From an optimization exercise on the open Yosys and OpenROAD flow, aimed at small area, a short achievable clock period and few clock cycles per item; shortcuts taken in it are not production practice.
In this exercise RTL edits were held to simulation tests only and were not proved equivalent to the original.
Power and IR drop assume default switching activity.

[run.sh]
#!/bin/bash
# synth_recipe.tcl (not shown) runs the flow's synth.tcl, then flattens the netlist and writes it again
# the make line also repeats each setting of config.mk as NAME=value (left out here)
make -C /OpenROAD-flow-scripts/flow DESIGN_CONFIG=/design/flow/config.mk WORK_HOME=/design/flow/orfs CLKGATE_MAP_FILE= SYNTH_SCRIPT=/design/flow/synth_recipe.tcl finish
[config.mk]
export PLATFORM = sky130hd
export DESIGN_NAME = rv_core_top
export DESIGN_NICKNAME = rv_core_top
export VERILOG_FILES = /design/flow/design.v
export SDC_FILE = /design/flow/constraint.sdc
export NUM_CORES = 4
export LEC_CHECK = 0
export CAP_MARGIN = 20
export CORE_MARGIN = 2
export CORE_UTILIZATION = 40
export SETUP_SLACK_MARGIN = 5
export SLEW_MARGIN = 20
[constraint.sdc]
create_clock -name core_clock -period 9.0 [get_ports {clk}]
set_input_delay 1.8000 -clock core_clock [delete_from_list [all_inputs] [get_ports {clk}]]
set_output_delay 1.8000 -clock core_clock [all_outputs]
set_load 0.01 [all_outputs]
[design.v]
`default_nettype none
package rv_core_pkg;
    typedef logic [31:0] word_t;
    typedef logic [31:0] addr_t;
    typedef logic [4:0]  reg_idx_t;
    typedef logic [5:0]  imem_idx_t;
    typedef logic [2:0]  credit_t;
    localparam credit_t QUEUE_DEPTH = 3'd4;
    localparam int      IMEM_WORDS  = 64;
    typedef enum logic [6:0] {
        OP_LUI    = 7'b0110111,
        OP_AUIPC  = 7'b0010111,
        OP_JAL    = 7'b1101111,
        OP_JALR   = 7'b1100111,
        OP_BRANCH = 7'b1100011,
        OP_LOAD   = 7'b0000011,
        OP_STORE  = 7'b0100011,
        OP_IMM    = 7'b0010011,
        OP_OP     = 7'b0110011,
        OP_FENCE  = 7'b0001111,
        OP_SYSTEM = 7'b1110011
    } opcode_t;
    typedef enum logic [2:0] {
        ALU_ADD  = 3'b000,
        ALU_SLL  = 3'b001,
        ALU_SLT  = 3'b010,
        ALU_SLTU = 3'b011,
        ALU_XOR  = 3'b100,
        ALU_SR   = 3'b101,
        ALU_OR   = 3'b110,
        ALU_AND  = 3'b111
    } alu_op_t;
    typedef enum logic [1:0] {
        A_RS1  = 2'd0,
        A_ZERO = 2'd1,
        A_PC   = 2'd2
    } alu_a_sel_t;
    typedef enum logic {
        B_RS2 = 1'b0,
        B_IMM = 1'b1
    } alu_b_sel_t;
    typedef struct packed {
        addr_t pc;
        word_t instr;
    } fetch_pkt_t;
    typedef struct packed {
        reg_idx_t   rs1;
        reg_idx_t   rs2;
        reg_idx_t   rd;
        word_t      imm;
        alu_a_sel_t alu_a_sel;
        alu_b_sel_t alu_b_sel;
        alu_op_t    alu_op;
        logic       sub_arith;
        logic       wb_en;
    } decoded_t;
    typedef struct packed {
        addr_t    pc;
        reg_idx_t rd;
        word_t    value;
        logic     wr_en;
    } retire_t;
endpackage
`default_nettype wire
`timescale 1ns/1ps
`default_nettype none
module rv_core_top (
    input  wire logic                   clk,
    input  wire logic                   reset,
    input  wire logic                   imem_we,
    input  rv_core_pkg::imem_idx_t      imem_idx,
    input  rv_core_pkg::word_t          imem_data,
    input  wire logic                   start,
    input  wire logic [6:0]             prog_len,
    input  wire logic                   hold,
    output logic                        retire_valid,
    output rv_core_pkg::retire_t        retire
);
    logic [26:0] imem [64];
    logic [1:0]  w_cls;
    logic        w_b31;
    always_comb begin
        w_b31 = imem_data[31];
        case (imem_data[6:0])
            7'b0110111: w_cls = 2'b10;
            7'b0010111: w_cls = 2'b11;
            7'b0010011: w_cls = 2'b01;
            7'b0110011: begin w_cls = 2'b00; w_b31 = 1'b1; end
            default:    begin w_cls = 2'b00; w_b31 = 1'b0; end
        endcase
    end
    always_ff @(posedge clk) begin
        if (imem_we) begin
            imem[imem_idx] <= {w_cls, w_b31, imem_data[30:7]};
        end
    end
    logic        reset_q;
    logic        active;       
    logic [6:0]  rem;
    logic        chk;          
    logic        fknown;       
    logic [6:0]  flen;
    logic [6:0]  fi;           
    logic        f_v;
    logic [6:0]  f_idx;
    logic [26:0] f_w;
    logic        e_v;
    logic [6:0]  e_idx;
    logic [4:0]  e_rd;
    logic        e_wr;
    logic [31:0] e_a;
    logic [31:0] e_b;
    logic        e_fa;         
    logic        e_fb;         
    logic [2:0]  e_f3;
    logic        e_alt;
    logic        e_sub;
    logic [6:0]  r_idx;
    logic [4:0]  r_rd;
    logic [31:0] r_val;
    logic        r_wr;
    logic [31:0] regs [32];
    logic fire, advance, fetch_en, ovf, wflush, flush, last_fetch;
    assign ovf        = chk && (fi >= flen);
    assign fire       = e_v && active && !hold && !ovf;
    assign advance    = !e_v || fire;
    assign fetch_en   = !f_v || advance;
    assign wflush     = imem_we && ({1'b0, imem_idx} <= fi);
    assign flush      = reset_q || wflush || ovf;
    assign last_fetch = fknown && (fi == flen - 7'd1);
    always_ff @(posedge clk) begin
        reset_q <= reset;
    end
    always_ff @(posedge clk) begin
        if (reset) begin
            active <= 1'b0;
            chk    <= 1'b0;
        end else if (start && prog_len != 7'd0) begin
            active <= 1'b1;
            rem    <= prog_len;
            chk    <= 1'b1;
        end else begin
            chk <= 1'b0;
            if (fire) begin
                rem <= rem - 7'd1;
                if (rem == 7'd1) begin
                    active <= 1'b0;
                end
            end
        end
    end
    always_ff @(posedge clk) begin
        if (reset) begin
            fknown <= 1'b0;
        end else if (start && prog_len != 7'd0) begin
            fknown <= 1'b1;
            flen   <= prog_len;
        end else if (!flush && fetch_en && last_fetch) begin
            fknown <= 1'b0;
        end
    end
    always_ff @(posedge clk) begin
        if (flush) begin
            fi  <= '0;
            f_v <= 1'b0;
        end else if (fetch_en) begin
            f_v <= 1'b1;
            fi  <= last_fetch ? 7'd0 : fi + 7'd1;
        end
    end
    logic [26:0] f_rd;
    always_comb begin
        f_rd = '0;
        for (int k = 0; k < 64; k++) begin
            f_rd = f_rd | (imem[k] & {27{fi[5:0] == 6'(k)}});
        end
    end
    always_ff @(posedge clk) begin
        if (fetch_en) begin
            f_idx <= fi;
            f_w   <= f_rd;
        end
    end
    logic [1:0]  d_cls;
    logic        d_isop, d_isimm, d_isu, d_wr, d_alt;
    logic [4:0]  d_rd, d_rs1, d_rs2;
    logic [2:0]  d_f3;
    logic [31:0] d_imm, d_rv1, d_rv2;
    assign d_cls   = f_w[26:25];
    assign d_isop  = (d_cls == 2'b00) && f_w[24];
    assign d_isimm = (d_cls == 2'b01);
    assign d_isu   = d_cls[1];
    assign d_rd    = f_w[4:0];
    assign d_rs1   = d_isu ? 5'd0 : f_w[12:8];
    assign d_rs2   = f_w[17:13];
    assign d_f3    = d_isu ? 3'b000 : f_w[7:5];
    assign d_wr    = (d_isop || d_isimm || d_isu) && (d_rd != 5'd0);
    assign d_alt   = f_w[23] && (d_isop || (d_isimm && f_w[7:5] == 3'b101));
    always_comb begin
        if (d_isu) begin
            d_imm = {f_w[24:5], 3'b000, (d_cls[0] ? f_idx : 7'd0), 2'b00};
        end else begin
            d_imm = {{20{f_w[24]}}, f_w[24:13]};
        end
    end
    logic d_f1, d_f2;
    assign d_f1 = r_wr && (r_rd == d_rs1);
    assign d_f2 = r_wr && (r_rd == d_rs2);
    always_comb begin
        d_rv1 = r_val & {32{d_f1}};
        d_rv2 = r_val & {32{d_f2}};
        for (int k = 1; k < 32; k++) begin
            d_rv1 = d_rv1 | (regs[k] & {32{!d_f1 && d_rs1 == 5'(k)}});
            d_rv2 = d_rv2 | (regs[k] & {32{!d_f2 && d_rs2 == 5'(k)}});
        end
    end
    always_ff @(posedge clk) begin
        if (flush) begin
            e_v <= 1'b0;
        end else if (advance) begin
            e_v <= f_v;
        end
    end
    always_ff @(posedge clk) begin
        if (advance) begin
            e_idx <= f_idx;
            e_rd  <= d_rd;
            e_wr  <= d_wr;
            e_a   <= d_rv1;
            e_b   <= d_isop ? d_rv2 : d_imm;
            e_fa  <= e_v && e_wr && (e_rd == d_rs1);
            e_fb  <= e_v && e_wr && (e_rd == d_rs2) && d_isop;
            e_f3  <= d_f3;
            e_alt <= d_alt;
            e_sub <= (d_f3 == 3'b000 && d_alt) || d_f3 == 3'b010 || d_f3 == 3'b011;
        end
    end
    logic [31:0] opa, opb, opb_x, sum, res;
    logic        cout, lt_s, lt_u;
    logic [4:0]  sh;
    assign opa   = e_fa ? r_val : e_a;
    assign opb   = e_fb ? r_val : e_b;
    assign opb_x = opb ^ {32{e_sub}};
    assign {cout, sum} = {1'b0, opa} + {1'b0, opb_x} + {32'd0, e_sub};
    assign lt_u  = !cout;
    assign lt_s  = (opa[31] != opb[31]) ? opa[31] : sum[31];
    assign sh    = opb[4:0];
    always_comb begin
        case (e_f3)
            3'b000:  res = sum;
            3'b001:  res = opa << sh;
            3'b010:  res = {31'd0, lt_s};
            3'b011:  res = {31'd0, lt_u};
            3'b100:  res = opa ^ opb;
            3'b101:  res = 32'($signed({e_alt && opa[31], opa}) >>> sh);
            3'b110:  res = opa | opb;
            default: res = opa & opb;
        endcase
    end
    always_ff @(posedge clk) begin
        retire_valid <= !reset && fire;
    end
    always_ff @(posedge clk) begin
        if (fire) begin
            r_idx <= e_idx;
            r_rd  <= e_rd;
            r_val <= res;
        end
    end
    always_ff @(posedge clk) begin
        if (reset_q) begin
            r_wr <= 1'b0;
        end else if (fire) begin
            r_wr <= e_wr;
        end
    end
    assign retire = {25'd0, r_idx, 2'b00, r_rd, r_val, r_wr};
    assign regs[0] = '0;
    for (genvar i = 1; i < 32; i++) begin : g_reg
        always_ff @(posedge clk) begin
            if (reset_q || (r_wr && r_rd == 5'(i))) begin
                regs[i] <= reset_q ? 32'd0 : r_val;
            end
        end
    end
endmodule
`default_nettype wire
==> impl_metrics.yaml, run 1 <==
pwr:
  p_switching_uw: 10500
  clock_power_share: 0.368
  finalPower_uw: 35500
  powerDensity_nw_per_um2: 251
  netSwitchingFraction: 0.295
  ir_worst_vdd_v: 0.000175
  seqPwrFrac: 0.449
  p_comb_frac: 0.182
  leakage_uw: 0.0462
  internal_power_uw: 25000
die:
  die_h_um: 549
  start_util: 0.401
  die_area_um2: 302000
  coreArea_um2: 296000
  rows: 200
  die_x_um: 549
  ioPinCount: 121
place:
  placed_area_um2: 128000
  globalplace.congestion: 0.951
  port_buffers: 95
  dp_hpwl_um: 319000
clocking:
  h-tree-depth: 5
  cts_max_path_buffers: 4
  root_buffer: "clkbuf_16"
  cts_tree: "done"
  clk_pin_slew_worst_paths_ns: 0.06
  cts_buffers: 309
  cts_sinks: 2911
  insertion_delay_ns: 1.00
synth:
  synth-edff-count: 2896
  synth-seq-cells: 2911
  yosysSeqAreaShare: 0.734
  dominantRegCellSynth: "edfxtp_1"
  syn_area_per_cell_um2: 15.7
  syn_area_um2: 119000
  synth_cell_types: 73
  synth-async-reset-ratio: 0
  syn-instance-count: 7596
  yosys_warnings: 2
layout:
  final_layout_size_suffix_gt1_frac: 0.179
  final_core_util: 0.477
  fin_nets: 8285
  area_delta_synth_final_pct: 18.9
  final_area_um2: 141000
timing:
  fin_skew_ns: 0.0912
  rsz0062_at_grt: "true"
  hold_violations: 0
  tightest_slew_ns: 1.23
  setup_viol: 0
  fin_crit_sh: 0.465
  finalSetupTns_ns: 0
  max-slew-margin-rel: 0.180
  maxSlewViolCount: 0
  fmax_mhz: 239
  fin_crit_ns: 4.19
grt:
  grt_antenna_before_repair: 39
  grt_usage: 0.370
  grt_pass1_wl_um: 754000
  grt_overflow: 0
  grt_max_degree: 77
  grt_pass1_vias: 83000
routing:
  drc: 0
  vias_per_cell: 7.37
  wl_um: 579000
  num_vias: 90800
  firstDrtPassIters: 7
  ant_nets: 0
  dr.first_iter.drc_count: 19700
  wire_per_inst_um: 46.9
critical_path:
  critical_path_depth: 12
  slowest_delay_ns: 0.62
  crit_arrival_ns: 4.81
  endpoint_kind: "register"
  cp_slowest_cell: "buf_6"
  cp_data_required_time_ns: 9.62
  worst-setup-path-type: "register to register"
  path_delay_family: "buffers and inverters"
  startpoint_type: "register"
  cp_cell_sequence: "buf_4, buf_4, xor2_1, nor3_4, buf_12, buf_12, nor4_2, buf_6, a22o_1, a221oi_1, nand4_1, o31a_1"
  crit_fanout: 30
  crit_buf_inv: 5
  ff2ff_path_depth: 12
flow_run:
  drv_cap: 0
run_status:
  status: "no timing/DRC/antenna violations"
worst_hold_path:
  hold_path_depth: 0
  hold_path_class: "register to register"
[layout by cell type (no fill, tap or decap), types with 35 or more instances in the layout]
cell,n
clkbuf_1,49
nor2_4,179
buf_12,40
clkinv_1,59
nor2_1,160
clkinv_2,56
a21oi_1,147
ha_1,107
nand2_1,264
clkdlybuf4s50_1,64
a22o_1,608
xnor2_1,70
nand3_1,183
clkbuf_16,319
mux2i_1,109
buf_6,50
a22oi_1,640
a221oi_1,605
nor2b_1,61
o21ai_0,133
inv_1,95
nand4_1,223
bufinv_16,35
buf_4,471
edfxtp_1,2896
[kinds of logic (layout without fill, tap and decap cells)]
logic type | after synthesis | count (layout) | synth area share
AO/OA/AOI/OAI | 2427 | 2427 | 0.161
other | 1 | 53 | 0.0000315
flip-flops | 2911 | 2911 | 0.734
XOR/XNOR | 86 | 86 | 0.00633
buffers and inverters | 602 | 1344 | 0.0199
adder cells (fa/ha/maj) | 117 | 117 | 0.0124
AND/OR/NAND/NOR | 1304 | 1304 | 0.0541
multiplexers | 148 | 148 | 0.0127
[worst reg2reg max path, cell delays in order (launching register included)]
cell and delay, ns:
edfxtp_1 0.47, buf_4 0.21, buf_4 0.17, xor2_1 0.33, nor3_4 0.11, buf_12 0.15
buf_12 0.12, nor4_2 0.61, buf_6 0.62, a22o_1 0.33, a221oi_1 0.06, nand4_1 0.15
o31a_1 0.56
[timing repair]
action | in CTS | in global routing
gates resized for setup | 145 | 182
gates cloned | 1 | 9
setup endpoints to repair | 302 | 271
buffers inserted | 89 | 93
pin swaps | 14 | 37
hold buffers | 0 | 0
[per-layer routing]
metal,vias up,track usage,part of all wire
met5,-,0,0.00075
met4,40,0.270,0.093
met3,2411,0.122,0.16
met2,9718,0.532,0.42
met1,45600,0.467,0.33
li1,33000,-,-
[synth_stat cells, types with 102 or more instances]
cell type / number / area (um2)
nand4_1: 223 / 1400
a22oi_1: 641 / 4810
nand2_1: 281 / 1050
nand3_1: 188 / 941
a221oi_1: 632 / 5540
inv_1: 102 / 383
mux2i_1: 138 / 1380
o21ai_0: 149 / 746
a21oi_1: 154 / 771
a22o_1: 608 / 5330
clkbuf_1: 409 / 1540
edfxtp_1: 2896 / 87000
ha_1: 116 / 1450
nor2_1: 340 / 1280
[registers in the layout, summed over array words and instances (netlist names), 3 cells and up]
| register | count |
|---|---|
| imem | 1728 |
| regs | 992 |
| e_a | 32 |
| e_b | 32 |
| r_val | 32 |
| f_w | 27 |
| e_idx | 7 |
| f_idx | 7 |
| fi | 7 |
| flen | 7 |
| r_idx | 7 |
| rem | 7 |
| e_rd | 5 |
| r_rd | 5 |
| e_f3 | 3 |
[path summary, 6_finish.rpt]
path                            slack, ns  startpoint       end
worst max register to register       4.81     r_rd[0]   e_b[16]
worst max-delay path                 4.81     r_rd[0]   e_b[16]
worst min-delay path                 0.42    e_idx[3]  r_idx[3]
worst min register to register       0.42    e_idx[3]  r_idx[3]
[power groups by stage]
stage / clock [uW] / sequential [uW] / combinational (uW)
6_report: 13100 / 15900 / 6460
5_1_grt: 13500 / 16000 / 6600
4_1_cts: 13000 / 15900 / 5840
3_5_place_dp: 0 / 16200 / 5540
3_3_place_gp: 0 / 16200 / 5590
2_1_floorplan: 0 / 16000 / 3150
[metrics by stage]
stage	hold WS [ns]	cells	setup slack (ns)
final	0.419	12300	4.81
after global routing	0.438	12300	4.79
after detailed placement	0.407	11600	3.67
after CTS	0.422	12200	4.89
after global placement	0.413	11500	3.62
after floorplan	0.400	7620	4.81
[final cells by class]
cell class,instances,area [um2]
fill,25100,155000
sequential,2911,87300
multi-input combinational,4107,32200
clock buffer,361,7980
timing repair buffer,685,6390
tap,3939,4930
clock inverter,194,2170
inverter,104,395
antenna,28,70.1
Testbench counts, summed over its fixed seeds: cycles 10,182, instructions 10,022.
==> inputs of run 2 (changes only) <==
--- a/design.v
+++ b/design.v
@@ -114,3 +114,3 @@
     logic        e_fb;         
-    logic [2:0]  e_f3;
+    logic [7:0]  e_op;
     logic        e_alt;
@@ -223,2 +223,9 @@
     end
+    logic [7:0] d_op;
+    logic       d_sub;
+    always_comb begin
+        d_op = '0;
+        d_op[d_f3] = 1'b1;
+    end
+    assign d_sub = (d_f3 == 3'b000 && d_alt) || d_f3 == 3'b010 || d_f3 == 3'b011;
     always_ff @(posedge clk) begin
@@ -229,32 +236,52 @@
             e_a   <= d_rv1;
-            e_b   <= d_isop ? d_rv2 : d_imm;
+            e_b   <= (d_isop ? d_rv2 : d_imm) ^ {32{d_sub}};
             e_fa  <= e_v && e_wr && (e_rd == d_rs1);
             e_fb  <= e_v && e_wr && (e_rd == d_rs2) && d_isop;
-            e_f3  <= d_f3;
+            e_op  <= d_op;
             e_alt <= d_alt;
-            e_sub <= (d_f3 == 3'b000 && d_alt) || d_f3 == 3'b010 || d_f3 == 3'b011;
+            e_sub <= d_sub;
         end
     end
-    logic [31:0] opa, opb, opb_x, sum, res;
+    logic [31:0] opa, opb, sum, res, c;
+    logic [31:0] g0, p0;
     logic        cout, lt_s, lt_u;
     logic [4:0]  sh;
-    assign opa   = e_fa ? r_val : e_a;
-    assign opb   = e_fb ? r_val : e_b;
-    assign opb_x = opb ^ {32{e_sub}};
-    assign {cout, sum} = {1'b0, opa} + {1'b0, opb_x} + {32'd0, e_sub};
-    assign lt_u  = !cout;
-    assign lt_s  = (opa[31] != opb[31]) ? opa[31] : sum[31];
-    assign sh    = opb[4:0];
+    assign opa = e_fa ? r_val : e_a;
+    assign opb = e_fb ? (r_val ^ {32{e_sub}}) : e_b;
+    assign sh  = opb[4:0];
+    assign g0 = opa & opb;
+    assign p0 = opa ^ opb;
+    logic [31:0] gk [6];
+    logic [31:0] pk [6];
     always_comb begin
-        case (e_f3)
-            3'b000:  res = sum;
-            3'b001:  res = opa << sh;
-            3'b010:  res = {31'd0, lt_s};
-            3'b011:  res = {31'd0, lt_u};
-            3'b100:  res = opa ^ opb;
-            3'b101:  res = 32'($signed({e_alt && opa[31], opa}) >>> sh);
-            3'b110:  res = opa | opb;
-            default: res = opa & opb;
-        endcase
+        gk[0] = g0;
+        pk[0] = p0;
+        gk[0][0] = g0[0] | (p0[0] & e_sub);
+        for (int l = 0; l < 5; l++) begin
+            for (int i = 0; i < 32; i++) begin
+                if (i >= (1 << l)) begin
+                    gk[l+1][i] = gk[l][i] | (pk[l][i] & gk[l][i - (1 << l)]);
+                    pk[l+1][i] = pk[l][i] & pk[l][i - (1 << l)];
+                end else begin
+                    gk[l+1][i] = gk[l][i];
+                    pk[l+1][i] = pk[l][i];
+                end
+            end
+        end
     end
+    assign c    = {gk[5][30:0], e_sub};
+    assign sum  = p0 ^ c;
+    assign cout = gk[5][31];
+    assign lt_u = !cout;
+    assign lt_s = (opa[31] == opb[31]) ? opa[31] : sum[31];
+    logic [31:0] r_sll, r_sr;
+    assign r_sll = opa << sh;
+    assign r_sr  = 32'($signed({e_alt && opa[31], opa}) >>> sh);
+    assign res = (sum   & {32{e_op[0]}})
+               | (r_sll & {32{e_op[1]}})
+               | {31'd0, (lt_s && e_op[2]) || (lt_u && e_op[3])}
+               | ((opa ^ opb) & {32{e_op[4]}})
+               | (r_sr  & {32{e_op[5]}})
+               | ((opa | opb) & {32{e_op[6]}})
+               | ((opa & opb) & {32{e_op[7]}});
     always_ff @(posedge clk) begin
==> flow/run.sh (new file) <==
#!/bin/bash
# Own layout flow: the standard flow (standard synthesis included), with the ports
# buffered by buf_4 cells instead of the default delay-cell port buffers, and the timing
# repair aimed below the target period. Each tool's output goes to its own log here.
set -euo pipefail
bash standard.sh \
    "BUFFER_PORTS_ARGS=-buffer_cell sky130_fd_sc_hd__buf_4" \
    "SETUP_SLACK_MARGIN=6" \
    finish > standard_flow.log 2>&1
==> standard.sh (new file) <==
#!/bin/bash
# synth_recipe.tcl (not shown) runs the flow's synth.tcl, then flattens the netlist and writes it again
# the make line also repeats each setting of config.mk as NAME=value (left out here)
make -C /OpenROAD-flow-scripts/flow DESIGN_CONFIG=/design/flow/config.mk WORK_HOME=/design/flow/orfs CLKGATE_MAP_FILE= SYNTH_SCRIPT=/design/flow/synth_recipe.tcl "${@:-finish}"
--- a/config.mk
+++ b/config.mk
@@ -9,3 +9,5 @@
 export CORE_MARGIN = 2
-export CORE_UTILIZATION = 40
+export CORE_UTILIZATION = 60
+export CTS_CLUSTER_DIAMETER = 80
+export CTS_CLUSTER_SIZE = 30
 export SETUP_SLACK_MARGIN = 5
removed: run.sh
==> impl_metrics.yaml, run 2 <==
run_status:
  status: "stopped before the end"
  failed_stage: "global routing (5_1_grt)"
  error: "[ERROR GRT-0232] Routing congestion too high. Check the congestion heatmap in the GUI."
place:
  port_buffers: 95
  placed_area_um2: 127000
  globalplace.congestion: 1.01
  dp_hpwl_um: 298000
  dp_slack_ns: 4.18
clocking:
  cts_max_path_buffers: 3
  h-tree-depth: 4
  root_buffer: "clkbuf_16"
  cts_sinks: 2916
  cts_buffers: 135
synth:
  yosysTopAreaCell: "edfxtp_1"
  synthTopCellsByArea: "edfxtp_1 73%, a221oi_1 5.5%, a22o_1 5.2%"
  synth_most_common_cell: "edfxtp_1"
  syn_area_per_cell_um2: 15.9
  synth-seq-cells: 2916
  synth_cell_types: 86
  syn_area_um2: 119000
  yosysSeqAreaShare: 0.732
  synth_top_cell_area_share: 0.729
  syn-instance-count: 7513
  dominantRegCellSynth: "edfxtp_1"
  synth-async-reset-ratio: 0
  synthTopCellsByCount: "2901 x edfxtp_1, 751 x a221oi_1, 706 x a22o_1, 343 x a22oi_1, 303 x nand2_1"
  synth-edff-count: 2901
  yosys_warnings: 4
grt:
  grt_overflow: 5
  grt_max_degree: 65
  grt_usage: 0.632
die:
  ioPinCount: 121
  die_h_um: 450
  rows: 163
  start_util: 0.604
  die_x_um: 450
## run 2: layer usage
layer / track usage / GRT overflow
met2: 0.807 / 1
met5: 0.188 / 0
met4: 0.587 / 0
met3: 0.405 / 4
met1: 0.689 / 0
## run 2: timing repair
action,CTS
resized for setup,1081
endpoints found under the setup margin,1308
gates cloned,88
pin swaps,310
hold buffers,0
buffers inserted,598
## run 2: power by group through the flow
stage	Sequential, uW	Clock (uW)	Combinational (uW)
after floorplan	16100	0	3520
after global placement	16500	0	5710
after detailed placement	16500	0	5700
after CTS	16100	7490	7170
## run 2: worst max-delay path by stage
| stage | start | endpoint | slack [ns] |
|---|---|---|---|
| after detailed placement | e_sub | r_val[30] | 4.18 |
| after global placement | f_w[17] | e_b[29] | 4.16 |
| after CTS | e_sub | r_val[30] | 5.42 |
| after floorplan | imem_we | imem[55][0] | 5.08 |
## run 2: logic make-up after synthesis
family | after synthesis | synth area share
AOI/OAI and AO/OA | 2439 | 0.165
other | 1 | 0.0000314
and+or+nand+nor | 1178 | 0.0495
DFF | 2916 | 0.732
xor gates and xnor gates | 111 | 0.00820
buffers and inverters | 618 | 0.0222
adders and majority gates | 94 | 0.00997
muxes | 156 | 0.0137
## run 2: metrics by stage
stage,util,instances
CTS,0.729,11000
detailed placement,0.641,10100
global placement,0.641,10100
floorplan,-,7537
Testbench counts of run 2, summed over its fixed seeds: cycles 10,182, instructions 10,022.
==> inputs of run 3 (changes only) <==
--- a/design.v
+++ b/design.v
@@ -116,2 +116,4 @@
     logic        e_alt;
+    logic [4:0]  e_sh;
+    logic        e_inva;
     logic        e_sub;
@@ -120,3 +122,6 @@
     logic [31:0] r_val;
-    logic        r_wr;
+    logic        r_out;
+    logic [4:0]  w_rd;
+    logic [31:0] w_val;
+    logic        w_wr;
     logic [31:0] regs [32];
@@ -206,12 +211,15 @@
     logic d_f1, d_f2;
-    assign d_f1 = r_wr && (r_rd == d_rs1);
-    assign d_f2 = r_wr && (r_rd == d_rs2);
+    logic [31:0] d_rf1, d_rf2;
+    assign d_f1 = w_wr && (w_rd == d_rs1);
+    assign d_f2 = w_wr && (w_rd == d_rs2);
     always_comb begin
-        d_rv1 = r_val & {32{d_f1}};
-        d_rv2 = r_val & {32{d_f2}};
+        d_rf1 = '0;
+        d_rf2 = '0;
         for (int k = 1; k < 32; k++) begin
-            d_rv1 = d_rv1 | (regs[k] & {32{!d_f1 && d_rs1 == 5'(k)}});
-            d_rv2 = d_rv2 | (regs[k] & {32{!d_f2 && d_rs2 == 5'(k)}});
+            d_rf1 = d_rf1 | (regs[k] & {32{d_rs1 == 5'(k)}});
+            d_rf2 = d_rf2 | (regs[k] & {32{d_rs2 == 5'(k)}});
         end
     end
+    assign d_rv1 = d_f1 ? w_val : d_rf1;
+    assign d_rv2 = d_f2 ? w_val : d_rf2;
     always_ff @(posedge clk) begin
@@ -235,4 +243,4 @@
             e_wr  <= d_wr;
-            e_a   <= d_rv1;
-            e_b   <= (d_isop ? d_rv2 : d_imm) ^ {32{d_sub}};
+            e_a   <= d_rv1 ^ {32{d_sub}};
+            e_b   <= d_isop ? d_rv2 : d_imm;
             e_fa  <= e_v && e_wr && (e_rd == d_rs1);
@@ -241,3 +249,5 @@
             e_alt <= d_alt;
+            e_sh  <= (d_op[1] || d_op[5]) ? (d_isop ? d_rv2[4:0] : d_imm[4:0]) : 5'd0;
             e_sub <= d_sub;
+            e_inva <= d_sub && e_v && e_wr && (e_rd == d_rs1);
         end
@@ -248,5 +258,5 @@
     logic [4:0]  sh;
-    assign opa = e_fa ? r_val : e_a;
-    assign opb = e_fb ? (r_val ^ {32{e_sub}}) : e_b;
-    assign sh  = opb[4:0];
+    assign opa = e_fa ? (w_val ^ {32{e_inva}}) : e_a;
+    assign opb = e_fb ? w_val : e_b;
+    assign sh  = e_fb ? w_val[4:0] : e_sh;
     assign g0 = opa & opb;
@@ -258,3 +268,2 @@
         pk[0] = p0;
-        gk[0][0] = g0[0] | (p0[0] & e_sub);
         for (int l = 0; l < 5; l++) begin
@@ -271,7 +280,7 @@
     end
-    assign c    = {gk[5][30:0], e_sub};
-    assign sum  = p0 ^ c;
+    assign c    = {gk[5][30:0], 1'b0};
+    assign sum  = (p0 ^ {32{e_sub}}) ^ c;
     assign cout = gk[5][31];
-    assign lt_u = !cout;
-    assign lt_s = (opa[31] == opb[31]) ? opa[31] : sum[31];
+    assign lt_u = cout;
+    assign lt_s = (opa[31] == opb[31]) ? !opa[31] : sum[31];
     logic [31:0] r_sll, r_sr;
@@ -294,2 +303,3 @@
             r_val <= res;
+            r_out <= e_wr;
         end
@@ -298,8 +308,14 @@
         if (reset_q) begin
-            r_wr <= 1'b0;
+            w_wr <= 1'b0;
         end else if (fire) begin
-            r_wr <= e_wr;
+            w_wr <= e_wr;
         end
     end
-    assign retire = {25'd0, r_idx, 2'b00, r_rd, r_val, r_wr};
+    always_ff @(posedge clk) begin
+        if (fire && e_wr) begin
+            w_rd  <= e_rd;
+            w_val <= res;
+        end
+    end
+    assign retire = {25'd0, r_idx, 2'b00, r_rd, r_val, r_out};
     assign regs[0] = '0;
@@ -307,4 +323,4 @@
         always_ff @(posedge clk) begin
-            if (reset_q || (r_wr && r_rd == 5'(i))) begin
-                regs[i] <= reset_q ? 32'd0 : r_val;
+            if (reset_q || (w_wr && w_rd == 5'(i))) begin
+                regs[i] <= reset_q ? 32'd0 : w_val;
             end
--- a/config.mk
+++ b/config.mk
@@ -9,3 +9,3 @@
 export CORE_MARGIN = 2
-export CORE_UTILIZATION = 60
+export CORE_UTILIZATION = 50
 export CTS_CLUSTER_DIAMETER = 80
==> impl_metrics.yaml, run 3 <==
timing:
  fin_crit_ns: 3.62
  max-slew-margin-rel: 0.175
  rsz0062_at_grt: "true"
  hold_violations: 0
  finalSetupTns_ns: 0
  tightest_slew_ns: 1.24
  maxSlewViolCount: 0
  setup_viol: 0
  worst_slack_ns: 5.38
  fin_skew_ns: 0.0608
  fin_crit_sh: 0.403
  fmax_mhz: 276
grt:
  grt.met3_usage: 0.187
  grt_antenna_before_repair: 43
  grt-busiest-layer: "met2"
  grt_max_degree: 66
  grt_pass1_wl_um: 793000
  grt_pass1_vias: 87400
  grt_overflow: 0
  grtUsageMet2: 0.677
  grt_usage: 0.476
  met1_usage: 0.576
routing:
  num_vias: 97400
  vias_per_cell: 8.03
  ant_nets: 0
  drc: 0
  wire_per_inst_um: 51.1
  wl_um: 620000
  dr.first_iter.drc_count: 22100
  firstDrtPassIters: 11
pwr:
  internal_power_uw: 22500
  leakage_uw: 0.0499
  clock_power_share: 0.241
  ir_worst_vdd_v: 0.000239
  netSwitchingFraction: 0.329
  seqPwrFrac: 0.489
  p_comb_frac: 0.270
  p_switching_uw: 11000
  powerDensity_nw_per_um2: 224
place:
  port_buffers: 95
  dp_hpwl_um: 306000
  globalplace.congestion: 1.02
  dp_slack_ns: 3.91
critical_path:
  cp_slowest_cell: "edfxtp_1"
  r2r_end: "r_val[29]"
  path_delay_family: "compound AO/OA/AOI/OAI gates"
  cp_data_required_time_ns: 9.58
  slowest_delay_ns: 0.73
  cp_cell_sequence: "xnor2_4, a21oi_4, ha_4, a211oi_2, o21ai_1, a21oi_2, nand3_4, a31oi_4, buf_6, mux2_4, o21ai_2, a211o_1"
  startpoint_type: "register"
  worst-setup-path-type: "register to register"
  crit_fanout: 5
  crit_buf_inv: 1
  ff2ff_path_depth: 12
  endpoint_kind: "register"
  timing.reg2reg.setup_slack_ns: 5.38
  crit_arrival_ns: 4.21
  timing.rr.start: "w_val[6]"
flow_run:
  drv_cap: 0
layout:
  nFillCells: 17700
  area_delta_synth_final_pct: 22.7
  regMostFlops: "imem"
  top_regs: "imem x1728, regs x992"
  largest_reg_flops: 1728
  layout_commonest_cell: "edfxtp_1"
  fin_nets: 8933
  final_layout_size_suffix_gt1_frac: 0.274
  final_cell_mix: "2945 x edfxtp_1, 846 x a22oi_1, 632 x buf_4, 455 x a22o_1, 448 x nand2_1"
die:
  die_area_um2: 248000
  die_h_um: 498
  die_x_um: 498
  start_util: 0.502
  ioPinCount: 121
  coreArea_um2: 243000
  rows: 181
synth:
  yosysTopAreaCell: "edfxtp_1"
  synth_most_common_cell: "edfxtp_1"
  synthTopCellsByArea: "edfxtp_1 72%, a22oi_1 5.6%, a22o_1 3.3%"
  synth-async-reset-ratio: 0
  syn-instance-count: 7998
  synth_top_cell_area_share: 0.725
  yosysSeqAreaShare: 0.727
  syn_area_per_cell_um2: 15.3
  syn_area_um2: 122000
  dominantRegCellSynth: "edfxtp_1"
  synthTopCellsByCount: "2945 x edfxtp_1, 910 x a22oi_1, 488 x nand2_1, 458 x a22o_1, 446 x a221oi_1"
  synth-edff-count: 2945
  yosys_warnings: 4
  synth-seq-cells: 2960
  synth_cell_types: 101
clocking:
  cts_buffers: 142
  root_buffer: "clkbuf_16"
  insertion_delay_ns: 0.89
  cts_max_path_buffers: 3
  clk_pin_slew_worst_paths_ns: 0.09
  h-tree-depth: 4
  cts_sinks: 2960
  cts_tree: "done"
worst_hold_path:
  worstHoldStart: "e_idx[0]"
  hold_path_end: "r_idx[0]"
  hold_path_class: "register to register"
  hold_path_depth: 0
run_status:
  status: "no timing/DRC/antenna violations"
==> run 3: cell types whose count changed after synthesis, sizes merged, moves of 45 or more <==
cell / change
a221oi: -304
a22o: -248
a22oi: +567
nand2: +187
nor2: +86
nor3: +45
==> run 3: power by group through the flow <==
stage / clock network, uW / registers [uW] / logic [uW]
after floorplan: 0 / 16400 / 3680
after global placement: 0 / 16700 / 6180
after detailed placement: 0 / 16700 / 6180
after CTS: 7970 / 16300 / 7630
after global routing: 8420 / 16400 / 9130
final: 8070 / 16400 / 9030
==> run 3: stage by stage <==
stage	power [uW]	instances	hold slack (ns)	area, um2	utilization
4_1_cts	31900	11900	0.429	144000	0.594
5_1_grt	33900	12100	0.433	150000	0.616
3_3_place_gp	22900	11100	0.403	129000	0.532
3_5_place_dp	22900	11100	0.405	129000	0.532
6_report	33500	12100	0.430	150000	0.616
2_1_floorplan	20100	8022	0.400	123000	-
==> run 3: layout make-up <==
type	instances	area [um2]	share of cell area
inverter	122	494	0.00330
antenna	39	97.6	0.000652
timing repair buffer	1134	13800	0.0920
timing repair inverter	2	12.5	0.0000836
multi-input combinational	4429	37900	0.253
sequential	2960	88800	0.593
clock buffer	152	3640	0.0243
clock inverter	82	1030	0.00691
tap	3202	4010	0.0268
==> run 3: routing by layer <==
| layer | vias up | part of all wire |
|---|---|---|
| met5 | - | 0.00092 |
| met4 | 43 | 0.11 |
| met3 | 3561 | 0.17 |
| met2 | 11300 | 0.41 |
| met1 | 47900 | 0.31 |
| li1 | 34600 | - |
==> run 3: worst max-delay path by stage <==
stage               startpoint        end  cells after the start
floorplan                 hold     e_a[0]                      4
detailed placement        e_fa  w_val[16]                     12
finish                w_val[6]  r_val[29]                     12
CTS                       e_fb   r_val[0]                     13
global placement          e_fa  r_val[16]                     12
global route            e_inva  r_val[31]                     12
==> run 3: kinds of logic after synthesis <==
family	Yosys count	synth area share
AO/OA/AOI/OAI	2520	0.159
XOR/XNOR	148	0.0107
adder cells (fa/ha/maj)	92	0.00943
buffers and inverters	638	0.0228
flip-flops	2960	0.727
multiplexers	129	0.0115
other	1	0.0000307
AND/OR/NAND/NOR	1510	0.0593
==> run 3: worst register-to-register path, cell delays in order, from the launching register on <==
cell,delay [ns]
edfxtp_1,0.73
xnor2_4,0.27
a21oi_4,0.26
ha_4,0.25
a211oi_2,0.28
o21ai_1,0.21
a21oi_2,0.23
nand3_4,0.16
a31oi_4,0.28
buf_6,0.14
mux2_4,0.18
o21ai_2,0.05
a211o_1,0.31
==> run 3: repair_timing <==
action / 4_1_cts / 5_1_grt
gates cloned: 51 / 29
setup buffers: 481 / 183
endpoints found under the setup margin: 2186 / 1114
pin swaps: 218 / 307
resized for setup: 962 / 594
hold buffers: 0 / 0
Testbench counts of run 3, summed over its fixed seeds: cycles 10,182, instructions 10,022.
==> inputs of run 4 (changes only) <==
--- a/design.v
+++ b/design.v
@@ -112,4 +112,2 @@
     logic [31:0] e_b;
-    logic        e_fa;         
-    logic        e_fb;         
     logic [7:0]  e_op;
@@ -117,4 +115,6 @@
     logic [4:0]  e_sh;
-    logic        e_inva;
-    logic        e_sub;
+    logic        e_inv;
+    logic        e_cin;
+    logic        e_asign;
+    logic        e_bsign;
     logic [6:0]  r_idx;
@@ -127,2 +127,3 @@
     logic [31:0] regs [32];
+    logic [31:0] res;          
     logic fire, advance, fetch_en, ovf, wflush, flush, last_fetch;
@@ -182,6 +183,14 @@
     end
+    logic [4:0] f_rs1n;
+    logic [3:0] f_p1lo, f_p2lo;
+    logic [7:0] f_p1hi, f_p2hi;
+    assign f_rs1n = f_rd[26] ? 5'd0 : f_rd[12:8];
     always_ff @(posedge clk) begin
         if (fetch_en) begin
-            f_idx <= fi;
-            f_w   <= f_rd;
+            f_idx  <= fi;
+            f_w    <= f_rd;
+            f_p1lo <= 4'd1 << f_rs1n[1:0];
+            f_p1hi <= 8'd1 << f_rs1n[4:2];
+            f_p2lo <= 4'd1 << f_rd[14:13];
+            f_p2hi <= 8'd1 << f_rd[17:15];
         end
@@ -218,4 +227,4 @@
         for (int k = 1; k < 32; k++) begin
-            d_rf1 = d_rf1 | (regs[k] & {32{d_rs1 == 5'(k)}});
-            d_rf2 = d_rf2 | (regs[k] & {32{d_rs2 == 5'(k)}});
+            d_rf1 = d_rf1 | (regs[k] & {32{f_p1lo[k % 4] && f_p1hi[k / 4]}});
+            d_rf2 = d_rf2 | (regs[k] & {32{f_p2lo[k % 4] && f_p2hi[k / 4]}});
         end
@@ -238,25 +247,49 @@
     assign d_sub = (d_f3 == 3'b000 && d_alt) || d_f3 == 3'b010 || d_f3 == 3'b011;
+    logic        d_fa, d_fb, d_minv, d_same;
+    logic [31:0] d_bv;
+    assign d_fa   = e_v && e_wr && (e_rd == d_rs1);
+    assign d_fb   = e_v && e_wr && (e_rd == d_rs2) && d_isop;
+    assign d_bv   = d_isop ? d_rv2 : d_imm;
+    assign d_minv = d_sub && d_fb && !d_fa;
+    assign d_same = d_sub && d_fb && d_fa;
+    logic [31:0] d_ea, d_eb;
+    logic        d_cin, sa_res, sa_w, sa_rf, sb_res, sb_w, sb_rf, sb_imm;
+    assign d_cin  = d_sub && !d_fb;
+    assign sa_res = d_fa;
+    assign sa_w   = !d_fa && d_f1;
+    assign sa_rf  = !d_fa && !d_f1;
+    assign sb_res = d_fb;
+    assign sb_w   = !d_fb && d_isop && d_f2;
+    assign sb_rf  = !d_fb && d_isop && !d_f2;
+    assign sb_imm = !d_fb && !d_isop;
+    assign d_ea = (res & {32{sa_res}})
+                | ((w_val ^ {32{d_minv}}) & {32{sa_w}})
+                | ((d_rf1 ^ {32{d_minv}}) & {32{sa_rf}});
+    assign d_eb = (res & {32{sb_res}})
+                | ((w_val ^ {32{d_cin}}) & {32{sb_w}})
+                | ((d_rf2 ^ {32{d_cin}}) & {32{sb_rf}})
+                | ((d_imm ^ {32{d_cin}}) & {32{sb_imm}});
     always_ff @(posedge clk) begin
         if (advance) begin
-            e_idx <= f_idx;
-            e_rd  <= d_rd;
-            e_wr  <= d_wr;
-            e_a   <= d_rv1 ^ {32{d_sub}};
-            e_b   <= d_isop ? d_rv2 : d_imm;
-            e_fa  <= e_v && e_wr && (e_rd == d_rs1);
-            e_fb  <= e_v && e_wr && (e_rd == d_rs2) && d_isop;
-            e_op  <= d_op;
-            e_alt <= d_alt;
-            e_sh  <= (d_op[1] || d_op[5]) ? (d_isop ? d_rv2[4:0] : d_imm[4:0]) : 5'd0;
-            e_sub <= d_sub;
-            e_inva <= d_sub && e_v && e_wr && (e_rd == d_rs1);
+            e_idx   <= f_idx;
+            e_rd    <= d_rd;
+            e_wr    <= d_wr;
+            e_a     <= d_ea;
+            e_b     <= d_eb;
+            e_op    <= d_same ? 8'd0 : d_op;
+            e_alt   <= d_alt;
+            e_sh    <= (d_op[1] || d_op[5]) ? (d_fb ? res[4:0] : d_bv[4:0]) : 5'd0;
+            e_inv   <= d_minv;
+            e_cin   <= d_cin;
+            e_asign <= d_fa ? res[31] : d_rv1[31];
+            e_bsign <= d_fb ? res[31] : d_bv[31];
         end
     end
-    logic [31:0] opa, opb, sum, res, c;
+    logic [31:0] opa, opb, sum, c;
     logic [31:0] g0, p0;
-    logic        cout, lt_s, lt_u;
+    logic        cout, lt_s, lt_u, a31, b31;
     logic [4:0]  sh;
-    assign opa = e_fa ? (w_val ^ {32{e_inva}}) : e_a;
-    assign opb = e_fb ? w_val : e_b;
-    assign sh  = e_fb ? w_val[4:0] : e_sh;
+    assign opa = e_a;
+    assign opb = e_b;
+    assign sh  = e_sh;
     assign g0 = opa & opb;
@@ -280,7 +313,9 @@
     end
-    assign c    = {gk[5][30:0], 1'b0};
-    assign sum  = (p0 ^ {32{e_sub}}) ^ c;
-    assign cout = gk[5][31];
-    assign lt_u = cout;
-    assign lt_s = (opa[31] == opb[31]) ? !opa[31] : sum[31];
+    assign c    = {gk[5][30:0] | (pk[5][30:0] & {31{e_cin}}), e_cin};
+    assign sum  = (p0 ^ {32{e_inv}}) ^ c;
+    assign cout = gk[5][31] | (pk[5][31] & e_cin);
+    assign lt_u = e_inv ? cout : !cout;
+    assign a31  = e_asign;
+    assign b31  = e_bsign;
+    assign lt_s = (a31 != b31) ? a31 : sum[31];
     logic [31:0] r_sll, r_sr;
@@ -299,8 +334,6 @@
     always_ff @(posedge clk) begin
-        if (fire) begin
-            r_idx <= e_idx;
-            r_rd  <= e_rd;
-            r_val <= res;
-            r_out <= e_wr;
-        end
+        r_idx <= e_idx;
+        r_rd  <= e_rd;
+        r_val <= res;
+        r_out <= e_wr;
     end
--- a/flow/run.sh
+++ b/flow/run.sh
@@ -7,3 +7,3 @@
     "BUFFER_PORTS_ARGS=-buffer_cell sky130_fd_sc_hd__buf_4" \
-    "SETUP_SLACK_MARGIN=6" \
+    "SETUP_SLACK_MARGIN=5.7" \
     finish > standard_flow.log 2>&1
--- a/config.mk
+++ b/config.mk
@@ -7,8 +7,9 @@
 export LEC_CHECK = 0
-export CAP_MARGIN = 20
+export CAP_MARGIN = 10
 export CORE_MARGIN = 2
 export CORE_UTILIZATION = 50
-export CTS_CLUSTER_DIAMETER = 80
-export CTS_CLUSTER_SIZE = 30
+export CTS_CLUSTER_DIAMETER = 60
+export CTS_CLUSTER_SIZE = 24
 export SETUP_SLACK_MARGIN = 5
-export SLEW_MARGIN = 20
+export SLEW_MARGIN = 10
+export TNS_END_PERCENT = 10
==> impl_metrics.yaml, run 4 <==
routing:
  vias_per_cell: 7.83
  wire_per_inst_um: 48.6
  dr.first_iter.drc_count: 21500
  drc: 0
  firstDrtPassIters: 13
  num_vias: 92400
  wl_um: 573000
  ant_nets: 0
pwr:
  netSwitchingFraction: 0.338
  clock_power_share: 0.273
  ir_worst_vdd_v: 0.000222
  leakage_uw: 0.0466
  p_switching_uw: 12200
  p_comb_frac: 0.256
  finalPower_uw: 36100
  internal_power_uw: 23900
  powerDensity_nw_per_um2: 257
  seqPwrFrac: 0.471
timing:
  max-slew-margin-rel: 0.0771
  fmax_mhz: 260
  tightest_slew_ns: 1.38
  hold_violations: 0
  finalSetupTns_ns: 0
  fin_crit_sh: 0.427
  fin_crit_ns: 3.85
  maxSlewViolCount: 0
  setup_viol: 0
  rsz0062_at_grt: "true"
  fin_skew_ns: 0.0575
critical_path:
  endpoint_kind: "register"
  worst-setup-path-type: "register to register"
  crit_fanout: 18
  crit_arrival_ns: 4.48
  cp_data_required_time_ns: 9.64
  startpoint_type: "register"
layout:
  area_delta_synth_final_pct: 14.3
  layout_commonest_cell: "edfxtp_1"
  final_cell_mix: "2924 x edfxtp_1, 1236 x a22oi_1, 524 x buf_4, 444 x nand2_1, 250 x a22o_1"
  regMostFlops: "imem"
  fin_nets: 8553
  seq_area_um2: 89000
  nFillCells: 18900
  multi_input_area_um2: 33800
  largest_reg_flops: 1728
  final_layout_size_suffix_gt1_frac: 0.180
  top_regs: "imem x1728, regs x992"
grt:
  grt_pass1_vias: 84900
  met1_usage: 0.554
  grt_overflow: 0
  grt_pass1_wl_um: 750000
  grt_max_degree: 65
  grt_usage: 0.445
  grtUsageMet2: 0.641
  grt_antenna_before_repair: 19
  grt-busiest-layer: "met2"
  grt.met3_usage: 0.149
synth:
  synth-seq-cells: 2984
  dominantRegCellSynth: "edfxtp_1"
  synthTopCellsByArea: "edfxtp_1 71%, a22oi_1 7.6%, a221oi_1 1.8%"
  synth-edff-count: 2924
  yosysTopAreaCell: "edfxtp_1"
  synth-async-reset-ratio: 0
  yosysSeqAreaShare: 0.724
  syn-instance-count: 8085
  syn_area_um2: 123000
  synth_most_common_cell: "edfxtp_1"
  synth_cell_types: 94
  synthTopCellsByCount: "2924 x edfxtp_1, 1241 x a22oi_1, 458 x nand2_1, 354 x clkbuf_1, 338 x nor2_1"
  yosys_warnings: 4
  syn_area_per_cell_um2: 15.2
  synth_top_cell_area_share: 0.714
clocking:
  clk_pin_slew_worst_paths_ns: 0.09
  h-tree-depth: 4
  cts_tree: "done"
  cts_max_path_buffers: 3
  root_buffer: "clkbuf_16"
  cts_buffers: 190
  insertion_delay_ns: 0.93
  cts_sinks: 2984
worst_hold_path:
  hold_path_class: "register to register"
die:
  die_h_um: 500
  die_x_um: 500
  start_util: 0.501
  coreArea_um2: 245000
  rows: 182
  die_area_um2: 250000
  ioPinCount: 121
place:
  globalplace.congestion: 0.974
  port_buffers: 95
  dp_hpwl_um: 307000
flow_run:
  drv_cap: 0
run_status:
  status: "no timing/DRC/antenna violations"
[run 4: cell count changes in the layout (fill, tap and decap cells not counted), moves of 108 or more]
cell,change
a221oi_2,-137
a22oi_1,+390
buf_12,-142
a22o_1,-205
buf_4,-108
buf_6,-130
[run 4: worst paths after layout]
| kind | from | end | slack, ns | cells past startpoint |
|---|---|---|---|---|
| worst max-delay path | f_p2lo[3] | e_b[7] | 5.15 | 12 |
| worst min-delay path | e_idx[1] | r_idx[1] | 0.35 | 0 |
| worst max register to register | f_p2lo[3] | e_b[7] | 5.15 | 12 |
| worst min register to register | e_idx[1] | r_idx[1] | 0.35 | 0 |
[run 4: power groups by stage]
stage	combinational, uW	sequential [uW]	clock [uW]
global route	9390	17000	10300
global placement	7300	17500	0
floorplan	4130	17000	0
finish	9220	17000	9860
CTS	8310	17000	9770
detailed placement	7330	17500	0
[run 4: area by class of cell]
type / instances / area share
Sequential cell: 2984 / 0.633
Antenna cell: 26 / 0.000463
Inverter: 163 / 0.00442
Multi-Input combinational cell: 4408 / 0.241
Timing Repair Buffer: 665 / 0.0454
Clock buffer: 198 / 0.0341
Clock inverter: 144 / 0.0132
Tap cell: 3220 / 0.0287
[run 4: per-layer routing]
layer | vias to the layer above | share of wire | wire length [um]
met1 | 45800 | 0.32 | 182000
met4 | 24 | 0.10 | 58300
li1 | 33800 | - | -
met5 | - | 0.00043 | 244
met2 | 10100 | 0.42 | 240000
met3 | 2740 | 0.16 | 92600
[run 4: critical path, stage by stage, from the launching register on]
cell and delay (ns):
edfxtp_1 0.33, buf_4 0.19, buf_4 0.24, and2_4 0.53
buf_4 0.57, a22o_1 0.23, a221oi_1 0.05, nand3_1 0.12
nor3_1 0.07, a31oi_1 0.47, xnor2_1 0.22, mux2i_2 0.38
a21oi_1 0.12
[run 4: kinds of logic (layout without fill, tap and decap cells)]
logic type      after synthesis  count (layout)  synth area share
flops                      2984            2984             0.724
compound gates             2361            2361             0.146
xor+xnor                    173             173            0.0123
fa+ha+maj                    91              91           0.00926
buf+inv                     725            1170            0.0245
simple gates               1609            1617            0.0642
mux                         141             141            0.0197
other cells                   1              51         0.0000305
[run 4: metrics by stage]
step	worst slack [ns]	hold WS, ns	instances	instance area, um2	utilization
CTS	5.49	0.357	11700	139000	0.567
floorplan	4.43	0.323	8109	123000	-
finish	5.15	0.353	11800	141000	0.573
detailed placement	4.36	0.338	11200	129000	0.527
global route	5.46	0.374	11800	141000	0.573
global placement	4.42	0.333	11200	129000	0.527
[run 4: timing repair]
action | 4_1_cts | 5_1_grt
endpoints found under the setup margin | 528 | 504
setup buffers | 180 | 68
resized for setup | 316 | 159
hold buffers | 0 | 0
pin swaps | 63 | 41
cloned | 13 | 12
Testbench counts of run 4, summed over its fixed seeds: cycles 10,182, instructions 10,022.

-- separate check: timing with driven ports --
Ports are ideal in the flow. The routed layouts listed here were re-timed in OpenROAD. Step 1 assumes that a clkbuf_16 drives the clock port and a buf_2 every other input. Step 2 times the ports against the registers' clock, not the clock port: input delays grow and output delays shrink by t, the midpoint of the rising clock arrivals with the driver on. a / b / c = no drivers / after step 1 / after step 2; a / b = the first two.
run | t (ns) | slack for setup (ns) | worst setup path at the end | clock arrival spread, ns | worst register clock-pin slew, ns
run 1 | 1.053 | 4.814 / 4.814 / 3.972 | input to register | 0.092 / 0.092 | 0.07 / 0.07
run 3 | 0.961 | 5.377 / 5.377 / 4.969 | input to register | 0.071 / 0.071 | 0.12 / 0.12
run 4 | 1.014 | 5.154 / 5.154 / 4.486 | input to register | 0.079 / 0.079 | 0.11 / 0.11
After both steps every run listed still meets setup and hold. The setup slack of run 1, which loses most, moves by 0.000 ns with the drivers and by -0.842 ns with both steps.
